Source: an optimization exercise on an open RTL-to-GDS flow (aim: small area). Production flows keep margins and buffers that such runs may drop.
The RTL was checked by simulation tests, not by an equivalence proof against the original design.
Power and IR drop assume default switching activity.

==> run a <==
==> flow/design.v <==
module npl_cell #(
	parameter int DEPTH = 16
) (
	input  logic        clk,
	input  logic [13:0] d,
	output logic [13:0] last,
	output logic [13:0] next
);
	logic [13:0] stage_q [0:DEPTH-1];
	always_ff @(posedge clk) begin
		stage_q[0] <= d;
		for (int s = 1; s < DEPTH; s++)
			stage_q[s] <= stage_q[s-1];
	end
	assign last = stage_q[DEPTH-1];
	assign next = stage_q[DEPTH-2];
endmodule
module npl_ctrl (
	input  logic        clk,
	input  logic        arst_n,
	input  logic        in_valid,
	output logic        in_ready,
	input  logic        in_op,
	input  logic [6:0]  in_pitch,
	input  logic [6:0]  in_velocity,
	output logic        out_valid,
	input  logic        out_ready,
	output logic        out_new_valid,
	output logic [6:0]  out_new_pitch,
	output logic [6:0]  out_new_velocity,
	output logic        out_old_valid,
	output logic [6:0]  out_old_pitch,
	output logic        out_dropped,
	input  logic        cfg_valid,
	output logic        cfg_ready,
	input  logic        cfg_index,
	input  logic [4:0]  cfg_data,
	output logic [13:0] ring_d,
	input  logic [13:0] ring_last,
	input  logic [13:0] ring_next
);
	localparam logic [1:0] ST_IDLE = 2'd0;
	localparam logic [1:0] ST_PASS = 2'd1;
	localparam logic [1:0] ST_DONE = 2'd2;
	logic [1:0]  st_q;
	logic [3:0]  idx_q;
	logic [4:0]  len_q;
	logic [1:0]  mode_q;
	logic [4:0]  mv_q;
	logic        flag_q;
	logic        snd_q;
	logic [6:0]  q;
	logic        gt, lt, eq, outranks;
	logic        in_pass, done, last_cyc, at_v, before_v, past_len, in_len;
	logic        place_now, matched, adv;
	logic        new_ok, old_ok, show;
	logic        in_len_q;
	assign q        = ring_next[13:7];
	assign gt       = in_pitch > q;
	assign lt       = in_pitch < q;
	assign eq       = in_pitch == q;
	always_comb begin
		case (mode_q)
			2'd0:    outranks = 1'b1;
			2'd1:    outranks = gt;
			2'd2:    outranks = lt;
			default: outranks = 1'b0;
		endcase
	end
	assign in_pass  = (st_q == ST_PASS);
	assign done     = (st_q == ST_DONE);
	assign last_cyc = (idx_q == 4'd15);
	assign at_v     = (idx_q == mv_q[3:0]);
	assign before_v = ({1'b0, idx_q} < mv_q);
	assign in_len   = ({1'b0, idx_q} < len_q);
	assign past_len = len_q[4] ? last_cyc : !in_len;
	assign place_now = !in_op && !flag_q && (past_len || outranks);
	assign matched   = flag_q || (in_len && eq);
	assign adv       = in_pass && (in_op == flag_q);
	always_comb begin
		if (in_pass && place_now)
			ring_d = {in_pitch, in_velocity};
		else if (adv)
			ring_d = ring_next;
		else
			ring_d = ring_last;
	end
	assign show      = done && at_v && out_ready;
	assign in_ready  = show;
	assign out_valid = show;
	assign cfg_ready = 1'b1;
	always_ff @(posedge clk or negedge arst_n) begin
		if (!arst_n) begin
			st_q   <= ST_IDLE;
			idx_q  <= 4'd0;
			len_q  <= 5'd0;
			mode_q <= 2'd0;
			mv_q   <= 5'd0;
			flag_q <= 1'b0;
			snd_q  <= 1'b0;
		end else begin
			idx_q <= idx_q + 4'd1;
			if (cfg_valid) begin
				if (cfg_index)
					mv_q   <= cfg_data;
				else
					mode_q <= cfg_data[1:0];
			end
			case (st_q)
				ST_IDLE: begin
					flag_q <= 1'b0;
					snd_q  <= 1'b0;
					if (in_valid && last_cyc)
						st_q <= ST_PASS;
				end
				ST_PASS: begin
					if (!in_op) begin
						flag_q <= flag_q || place_now;
						snd_q  <= snd_q || (before_v && (eq || place_now));
					end else begin
						flag_q <= matched;
					end
					if (last_cyc) begin
						if (!in_op) begin
							idx_q  <= 4'd1;
							flag_q <= len_q[4];
							if (!len_q[4])
								len_q <= len_q + 5'd1;
							st_q   <= ST_DONE;
						end else begin
							flag_q <= 1'b0;
							if (matched)
								len_q <= len_q - 5'd1;
							else
								st_q  <= ST_DONE;
						end
					end
				end
				default: begin
					if (show)
						st_q <= ST_IDLE;
				end
			endcase
		end
	end
	always_ff @(posedge clk)
		in_len_q <= in_len;
	assign new_ok = in_op ? (mv_q[4] ? (mv_q[3:0] == 4'd0) : (mv_q[3:0] != 4'd0)) && in_len_q
	                      : (mv_q == 5'd0) || snd_q;
	assign old_ok = !in_op && snd_q && !mv_q[4] && in_len;
	assign out_new_valid                     = new_ok;
	assign {out_new_pitch, out_new_velocity} = !new_ok ? 14'd0 :
	                                           in_op ? ring_last : {in_pitch, in_velocity};
	assign out_old_valid                     = old_ok;
	assign out_old_pitch                     = old_ok ? ring_next[13:7] : 7'd0;
	assign out_dropped                       = !in_op && flag_q;
endmodule
module note_priority_list (
	input  logic       clk,
	input  logic       arst_n,
	input  logic       in_valid,
	output logic       in_ready,
	input  logic       in_op,
	input  logic [6:0] in_pitch,
	input  logic [6:0] in_velocity,
	output logic       out_valid,
	input  logic       out_ready,
	output logic       out_new_valid,
	output logic [6:0] out_new_pitch,
	output logic [6:0] out_new_velocity,
	output logic       out_old_valid,
	output logic [6:0] out_old_pitch,
	output logic       out_dropped,
	input  logic       cfg_valid,
	output logic       cfg_ready,
	input  logic       cfg_index,
	input  logic [4:0] cfg_data
);
	logic [13:0] ring_d;
	logic [13:0] ring_last;
	logic [13:0] ring_next;
	npl_ctrl u_ctrl (
		.clk              (clk),
		.arst_n           (arst_n),
		.in_valid         (in_valid),
		.in_ready         (in_ready),
		.in_op            (in_op),
		.in_pitch         (in_pitch),
		.in_velocity      (in_velocity),
		.out_valid        (out_valid),
		.out_ready        (out_ready),
		.out_new_valid    (out_new_valid),
		.out_new_pitch    (out_new_pitch),
		.out_new_velocity (out_new_velocity),
		.out_old_valid    (out_old_valid),
		.out_old_pitch    (out_old_pitch),
		.out_dropped      (out_dropped),
		.cfg_valid        (cfg_valid),
		.cfg_ready        (cfg_ready),
		.cfg_index        (cfg_index),
		.cfg_data         (cfg_data),
		.ring_d           (ring_d),
		.ring_last        (ring_last),
		.ring_next        (ring_next)
	);
	npl_cell #(
		.DEPTH (16)
	) u_list (
		.clk  (clk),
		.d    (ring_d),
		.last (ring_last),
		.next (ring_next)
	);
endmodule
==> flow/flow/run.sh <==
#!/bin/bash
# The standard layout with two changes:
# - synthesis maps the logic with an area-only ABC script (flow/area.abc) and without the
#   full/half-adder extraction; everything up to and including flip-flop mapping is unchanged,
#   so the registers keep the standard synthesis's names and cells;
# - the port buffers are plain buf_1 cells;
# - clock tree synthesis inserts no dummy loads.
# make's output goes to flow.log; each ORFS step keeps its own log under orfs/logs.
set -euo pipefail
here=$PWD
# synthesis script: the standard flow's, sourcing a copy of ORFS's synth.tcl whose abc call uses area.abc
sed 's#log_cmd abc {\*}$abc_args$#log_cmd abc -script $::env(NPL_ABC_SCRIPT) {*}$lib_args {*}$lib_dont_use_args#' \
	"$FLOW_HOME/scripts/synth.tcl" > "$here/npl_synth_body.tcl"
grep -q 'NPL_ABC_SCRIPT' "$here/npl_synth_body.tcl"
sed "s#source \$::env(SCRIPTS_DIR)/synth.tcl#source $here/npl_synth_body.tcl#" \
	"$here/synth_recipe.tcl" > "$here/npl_synth.tcl"
grep -q 'npl_synth_body.tcl' "$here/npl_synth.tcl"
bash standard.sh \
	"SYNTH_SCRIPT=$here/npl_synth.tcl" \
	"NPL_ABC_SCRIPT=$here/flow/area.abc" \
	"ADDER_MAP_FILE=" \
	"BUFFER_PORTS_ARGS=-buffer_cell sky130_fd_sc_hd__buf_1" \
	"CTS_ARGS=-sink_clustering_enable -repair_clock_nets -sink_clustering_size 16 -sink_clustering_max_diameter 100 -buf_list sky130_fd_sc_hd__clkbuf_8 -dont_use_dummy_load -root_buf sky130_fd_sc_hd__clkbuf_4" \
	finish > "$here/flow.log" 2>&1
==> flow/flow/area.abc <==
strash
balance
rewrite
refactor
balance
rewrite
rewrite -z
balance
refactor -z
rewrite -z
balance
&get -n
&deepsyn -I 1 -J 100
&put
dch -f
amap
==> flow/standard.sh <==
#!/bin/bash
# synth_recipe.tcl (not shown) runs the flow's synth.tcl, then flattens the netlist and writes it again
# the make line also repeats each setting of config.mk as NAME=value (left out here)
make -C /OpenROAD-flow-scripts/flow DESIGN_CONFIG=/design/flow/config.mk WORK_HOME=/design/flow/orfs CLKGATE_MAP_FILE= SYNTH_SCRIPT=/design/flow/synth_recipe.tcl "${@:-finish}"
==> flow/config.mk <==
export PLATFORM = sky130hd
export DESIGN_NAME = note_priority_list
export DESIGN_NICKNAME = note_priority_list
export VERILOG_FILES = /design/flow/design.v
export SDC_FILE = /design/flow/constraint.sdc
export NUM_CORES = 4
export LEC_CHECK = 0
export ABC_AREA = 1
export CAP_MARGIN = 20
export CORE_MARGIN = 2
export CORE_UTILIZATION = 40
export CTS_BUF_LIST = sky130_fd_sc_hd__clkbuf_8
export CTS_CLUSTER_DIAMETER = 100
export CTS_CLUSTER_SIZE = 16
export PLACE_DENSITY = 0.6
export SLEW_MARGIN = 20
==> flow/constraint.sdc <==
create_clock -name core_clock -period 5.0 [get_ports {clk}]
set_input_delay 1.0000 -clock core_clock [delete_from_list [all_inputs] [get_ports {clk}]]
set_output_delay 1.0000 -clock core_clock [all_outputs]
set_load 0.01 [all_outputs]
==> run b: changes against run a <==
--- a/flow/design.v
+++ b/flow/design.v
@@ -54,7 +54,6 @@
 	logic        in_pass, done, last_cyc, at_v, before_v, past_len, in_len;
 	logic        place_now, matched, adv;
 	logic        new_ok, old_ok, show;
-	logic        in_len_q;
 	assign q        = ring_next[13:7];
 	assign gt       = in_pitch > q;
 	assign lt       = in_pitch < q;
@@ -143,11 +142,8 @@
 			endcase
 		end
 	end
-	always_ff @(posedge clk)
-		in_len_q <= in_len;
-	assign new_ok = in_op ? (mv_q[4] ? (mv_q[3:0] == 4'd0) : (mv_q[3:0] != 4'd0)) && in_len_q
-	                      : (mv_q == 5'd0) || snd_q;
-	assign old_ok = !in_op && snd_q && !mv_q[4] && in_len;
+	assign new_ok = in_op ? ((mv_q != 5'd0) && (mv_q <= len_q)) : ((mv_q == 5'd0) || snd_q);
+	assign old_ok = !in_op && snd_q && (mv_q < len_q);
 	assign out_new_valid                     = new_ok;
 	assign {out_new_pitch, out_new_velocity} = !new_ok ? 14'd0 :
 	                                           in_op ? ring_last : {in_pitch, in_velocity};
--- a/flow/flow/run.sh
+++ b/flow/flow/run.sh
@@ -3,8 +3,7 @@
 # - synthesis maps the logic with an area-only ABC script (flow/area.abc) and without the
 #   full/half-adder extraction; everything up to and including flip-flop mapping is unchanged,
 #   so the registers keep the standard synthesis's names and cells;
-# - the port buffers are plain buf_1 cells;
-# - clock tree synthesis inserts no dummy loads.
+# - the port buffers are plain buf_1 cells.
 # make's output goes to flow.log; each ORFS step keeps its own log under orfs/logs.
 set -euo pipefail
 here=$PWD
@@ -20,5 +19,4 @@
 	"NPL_ABC_SCRIPT=$here/flow/area.abc" \
 	"ADDER_MAP_FILE=" \
 	"BUFFER_PORTS_ARGS=-buffer_cell sky130_fd_sc_hd__buf_1" \
-	"CTS_ARGS=-sink_clustering_enable -repair_clock_nets -sink_clustering_size 16 -sink_clustering_max_diameter 100 -buf_list sky130_fd_sc_hd__clkbuf_8 -dont_use_dummy_load -root_buf sky130_fd_sc_hd__clkbuf_4" \
 	finish > "$here/flow.log" 2>&1
Settings changed: CORE_UTILIZATION 40 to 70, CTS_CLUSTER_SIZE 16 to 20, PLACE_DENSITY 0.6 to 0.85.
==> summary.txt <==
|  | run b | run a |
|---|---|---|
| Outcome | complete, no violations | complete, no violations |
| Floorplan row count | 34 | 44 |
| Fraction of layout instances using a drive strength above 1 | 4.68% | 4.63% |
| Vias | 3447 | 3291 |
| Synthesized area | 6090 um2 | 6060 um2 |
| Layout clock area frac | 3.88% | 3.60% |
| Net count of the finished layout | 556 | 546 |
| Share of the synthesized area in the top cell type | 73.6% | 74.3% |
| Synth-to-layout area growth | 10.1% | 11.2% |
| Reg power frac | 66.2% | 68.6% |
| Crit path max-delay cell type | sky130_fd_sc_hd__a222oi_1 | sky130_fd_sc_hd__nand4_1 |
| Non-clk bufs | 55 | 54 |
| Worst R2R Path Depth | 14 | 12 |
| Routed met3 length | 564 um | 420 um |

==> fjord <==
RTL: the design.v shown in full above, as it stands there.
Settings: LEC_CHECK=0, ABC_AREA=1, CAP_MARGIN=20, CORE_MARGIN=2, CORE_UTILIZATION=40, CTS_BUF_LIST=sky130_fd_sc_hd__clkbuf_8, CTS_CLUSTER_DIAMETER=100, CTS_CLUSTER_SIZE=16, PLACE_DENSITY=0.6, SLEW_MARGIN=20; clock period 5.0 ns.
standard.sh (not shown) runs the stock make flow with config.mk's settings and CLKGATE_MAP_FILE= SYNTH_SCRIPT=/design/flow/synth_recipe.tcl, a recipe that flattens the netlist after the stock synthesis.
==> flow/flow/run.sh <==
#!/bin/bash
# The standard layout with two changes:
# - synthesis maps the logic with an area-only ABC script (flow/area.abc) and without the
#   full/half-adder extraction; everything up to and including flip-flop mapping is unchanged,
#   so the registers keep the standard synthesis's names and cells;
# - the port buffers are plain buf_1 cells;
# - clock tree synthesis inserts no dummy loads.
# make's output goes to flow.log; each ORFS step keeps its own log under orfs/logs.
set -euo pipefail
here=$PWD
# synthesis script: the standard flow's, sourcing a copy of ORFS's synth.tcl whose abc call uses area.abc
sed 's#log_cmd abc {\*}$abc_args$#log_cmd abc -script $::env(NPL_ABC_SCRIPT) {*}$lib_args {*}$lib_dont_use_args#' \
	"$FLOW_HOME/scripts/synth.tcl" > "$here/npl_synth_body.tcl"
grep -q 'NPL_ABC_SCRIPT' "$here/npl_synth_body.tcl"
sed "s#source \$::env(SCRIPTS_DIR)/synth.tcl#source $here/npl_synth_body.tcl#" \
	"$here/synth_recipe.tcl" > "$here/npl_synth.tcl"
grep -q 'npl_synth_body.tcl' "$here/npl_synth.tcl"
bash standard.sh \
	"SYNTH_SCRIPT=$here/npl_synth.tcl" \
	"NPL_ABC_SCRIPT=$here/flow/area.abc" \
	"ADDER_MAP_FILE=" \
	"BUFFER_PORTS_ARGS=-buffer_cell sky130_fd_sc_hd__buf_1" \
	"CTS_ARGS=-sink_clustering_enable -repair_clock_nets -sink_clustering_size 16 -sink_clustering_max_diameter 100 -buf_list sky130_fd_sc_hd__clkbuf_8 -dont_use_dummy_load" \
	finish > "$here/flow.log" 2>&1
==> flow/flow/area.abc <==
strash
balance
rewrite
refactor
balance
rewrite
rewrite -z
balance
refactor -z
rewrite -z
balance
&get -n
&deepsyn -I 1 -J 100
&put
dch -f
amap
==> inputs of harbor, as changes to fjord <==
--- a/flow/design.v
+++ b/flow/design.v
@@ -47,14 +47,21 @@
 	logic [4:0]  len_q;
 	logic [1:0]  mode_q;
 	logic [4:0]  mv_q;
-	logic        flag_q;
+	logic        placed_q;
+	logic        rm_q;
 	logic        snd_q;
+	logic        ov_q;
+	logic        onv_q;
+	logic [13:0] onew_q;
+	logic        oov_q;
+	logic [6:0]  oold_q;
+	logic        odr_q;
 	logic [6:0]  q;
 	logic        gt, lt, eq, outranks;
-	logic        in_pass, done, last_cyc, at_v, before_v, past_len, in_len;
-	logic        place_now, matched, adv;
-	logic        new_ok, old_ok, show;
-	logic        in_len_q;
+	logic        in_pass, last_cyc, at_v, before_v, past_len, in_len;
+	logic        place_now, rm_now, matched;
+	logic        new_ok, old_ok;
+	logic [3:0]  len_m1;
 	assign q        = ring_next[13:7];
 	assign gt       = in_pitch > q;
 	assign lt       = in_pitch < q;
@@ -68,36 +75,39 @@
 		endcase
 	end
 	assign in_pass  = (st_q == ST_PASS);
-	assign done     = (st_q == ST_DONE);
 	assign last_cyc = (idx_q == 4'd15);
 	assign at_v     = (idx_q == mv_q[3:0]);
 	assign before_v = ({1'b0, idx_q} < mv_q);
 	assign in_len   = ({1'b0, idx_q} < len_q);
 	assign past_len = len_q[4] ? last_cyc : !in_len;
-	assign place_now = !in_op && !flag_q && (past_len || outranks);
-	assign matched   = flag_q || (in_len && eq);
-	assign adv       = in_pass && (in_op == flag_q);
+	assign place_now = !placed_q && (past_len || outranks);
+	assign rm_now    = in_len && eq;
+	assign matched   = rm_q || rm_now;
 	always_comb begin
-		if (in_pass && place_now)
+		if (in_pass && !in_op && !placed_q && place_now)
 			ring_d = {in_pitch, in_velocity};
-		else if (adv)
+		else if (in_pass && (in_op ? rm_q : !placed_q))
 			ring_d = ring_next;
 		else
 			ring_d = ring_last;
 	end
-	assign show      = done && at_v && out_ready;
-	assign in_ready  = show;
-	assign out_valid = show;
+	assign new_ok = in_op ? ((mv_q != 5'd0) && (mv_q <= len_q))
+	                      : ((mv_q == 5'd0) || snd_q || before_v);
+	assign len_m1 = len_q[4] ? 4'd15 : len_q[3:0];
+	assign old_ok = !in_op && snd_q && !mv_q[4] && (mv_q[3:0] <= len_m1);
+	assign in_ready  = (st_q == ST_DONE);
 	assign cfg_ready = 1'b1;
 	always_ff @(posedge clk or negedge arst_n) begin
 		if (!arst_n) begin
-			st_q   <= ST_IDLE;
-			idx_q  <= 4'd0;
-			len_q  <= 5'd0;
-			mode_q <= 2'd0;
-			mv_q   <= 5'd0;
-			flag_q <= 1'b0;
-			snd_q  <= 1'b0;
+			st_q     <= ST_IDLE;
+			idx_q    <= 4'd0;
+			len_q    <= 5'd0;
+			mode_q   <= 2'd0;
+			mv_q     <= 5'd0;
+			placed_q <= 1'b0;
+			rm_q     <= 1'b0;
+			snd_q    <= 1'b0;
+			ov_q     <= 1'b0;
 		end else begin
 			idx_q <= idx_q + 4'd1;
 			if (cfg_valid) begin
@@ -106,54 +116,64 @@
 				else
 					mode_q <= cfg_data[1:0];
 			end
+			if (ov_q && out_ready)
+				ov_q <= 1'b0;
 			case (st_q)
 				ST_IDLE: begin
-					flag_q <= 1'b0;
-					snd_q  <= 1'b0;
-					if (in_valid && last_cyc)
+					if (in_valid && !ov_q && last_cyc)
 						st_q <= ST_PASS;
 				end
 				ST_PASS: begin
 					if (!in_op) begin
-						flag_q <= flag_q || place_now;
-						snd_q  <= snd_q || (before_v && (eq || place_now));
+						placed_q <= placed_q || place_now;
+						snd_q    <= snd_q || (before_v && (eq || place_now));
 					end else begin
-						flag_q <= matched;
+						rm_q     <= matched;
 					end
 					if (last_cyc) begin
+						placed_q <= 1'b0;
+						rm_q     <= 1'b0;
+						snd_q    <= 1'b0;
 						if (!in_op) begin
-							idx_q  <= 4'd1;
-							flag_q <= len_q[4];
+							idx_q <= 4'd1;
 							if (!len_q[4])
 								len_q <= len_q + 5'd1;
-							st_q   <= ST_DONE;
+							st_q  <= ST_DONE;
+						end else if (matched) begin
+							len_q <= len_q - 5'd1;
 						end else begin
-							flag_q <= 1'b0;
-							if (matched)
-								len_q <= len_q - 5'd1;
-							else
-								st_q  <= ST_DONE;
+							st_q  <= ST_DONE;
 						end
 					end
 				end
 				default: begin
-					if (show)
-						st_q <= ST_IDLE;
+					ov_q <= 1'b1;
+					st_q <= ST_IDLE;
 				end
 			endcase
 		end
 	end
-	always_ff @(posedge clk)
-		in_len_q <= in_len;
-	assign new_ok = in_op ? (mv_q[4] ? (mv_q[3:0] == 4'd0) : (mv_q[3:0] != 4'd0)) && in_len_q
-	                      : (mv_q == 5'd0) || snd_q;
-	assign old_ok = !in_op && snd_q && !mv_q[4] && in_len;
-	assign out_new_valid                     = new_ok;
-	assign {out_new_pitch, out_new_velocity} = !new_ok ? 14'd0 :
-	                                           in_op ? ring_last : {in_pitch, in_velocity};
-	assign out_old_valid                     = old_ok;
-	assign out_old_pitch                     = old_ok ? ring_next[13:7] : 7'd0;
-	assign out_dropped                       = !in_op && flag_q;
+	always_ff @(posedge clk) begin
+		if (in_pass) begin
+			if (in_op ? at_v : place_now && !placed_q) begin
+				onv_q  <= new_ok;
+				onew_q <= new_ok ? ring_d : 14'd0;
+			end
+			if (at_v) begin
+				oov_q  <= old_ok;
+				oold_q <= old_ok ? ring_d[13:7] : 7'd0;
+			end
+			if (last_cyc)
+				odr_q  <= !in_op && len_q[4];
+		end
+	end
+	assign out_valid        = ov_q;
+	assign out_new_valid    = onv_q;
+	assign out_new_pitch    = onew_q[13:7];
+	assign out_new_velocity = onew_q[6:0];
+	assign out_old_valid    = oov_q;
+	assign out_old_pitch    = oold_q;
+	assign out_dropped      = odr_q;
 endmodule
 module note_priority_list (
 	input  logic       clk,
==> flow/run.sh (new file) <==
#!/bin/bash
# synth_recipe.tcl (not shown) runs the flow's synth.tcl, then flattens the netlist and writes it again
# the make line also repeats each setting of config.mk as NAME=value (left out here)
make -C /OpenROAD-flow-scripts/flow DESIGN_CONFIG=/design/flow/config.mk WORK_HOME=/design/flow/orfs CLKGATE_MAP_FILE= SYNTH_SCRIPT=/design/flow/synth_recipe.tcl finish
ABC_AREA = default   (was 1)
CTS_BUF_LIST = default   (was sky130_fd_sc_hd__clkbuf_8)
CTS_CLUSTER_DIAMETER = default   (was 100)
CTS_CLUSTER_SIZE = default   (was 16)
removed: flow/flow/run.sh
removed: flow/flow/area.abc
removed: flow/standard.sh
==> summary of the runs <==
- Of harbor and fjord, harbor has the higher worst hold slack (gap 0.042 ns).
- In non-clock buffer count, fjord and harbor do not differ.
- In harbor the global-route usage is higher than in fjord, by 0.82 points.
- Worst setup slack: fjord is worse than harbor (0.24 ns).
- In fjord the power is lower than in harbor, by 23%.
- First-iteration DRC count: fjord is larger than harbor (about 11%).
- Of fjord and harbor, harbor has the higher register-to-register slack (gap 0.07 ns).

==> separate check: timing with driven ports <==
No port has a modelled driver above. Below, the same layouts with a new extraction and two added sets of constraints.
Step 1: set_driving_cell puts a clkbuf_16 on clk and a buf_2 on each other input, an assumption about the parent block.
Step 2 also shifts input and output timing later by t, the mid clock arrival at the registers, as if the neighbouring blocks saw the same clock.
Slacks: ideal ports / drivers / drivers and shift; pairs: ideal ports / drivers.
run	t (ns)	setup slack, ns	clock arrival spread, ns	slew at the worst register clock pin (ns)	worst slew at a driven data input, ns
run a	0.617	1.024 / 0.993 / 0.999	0.047 / 0.047	0.12 / 0.12	0.03
run b	0.521	1.073 / 1.071 / 0.550	0.035 / 0.034	0.12 / 0.12	0.05
fjord	0.510	1.115 / 1.082 / 1.031	0.047 / 0.047	0.11 / 0.11	0.03
harbor	0.554	1.358 / 1.373 / 0.818	0.012 / 0.013	0.07 / 0.07	0.04
After both steps setup and hold are still met in every run listed. The setup slack of harbor, which loses most, moves by +0.015 ns with the drivers and by -0.540 ns with both steps.
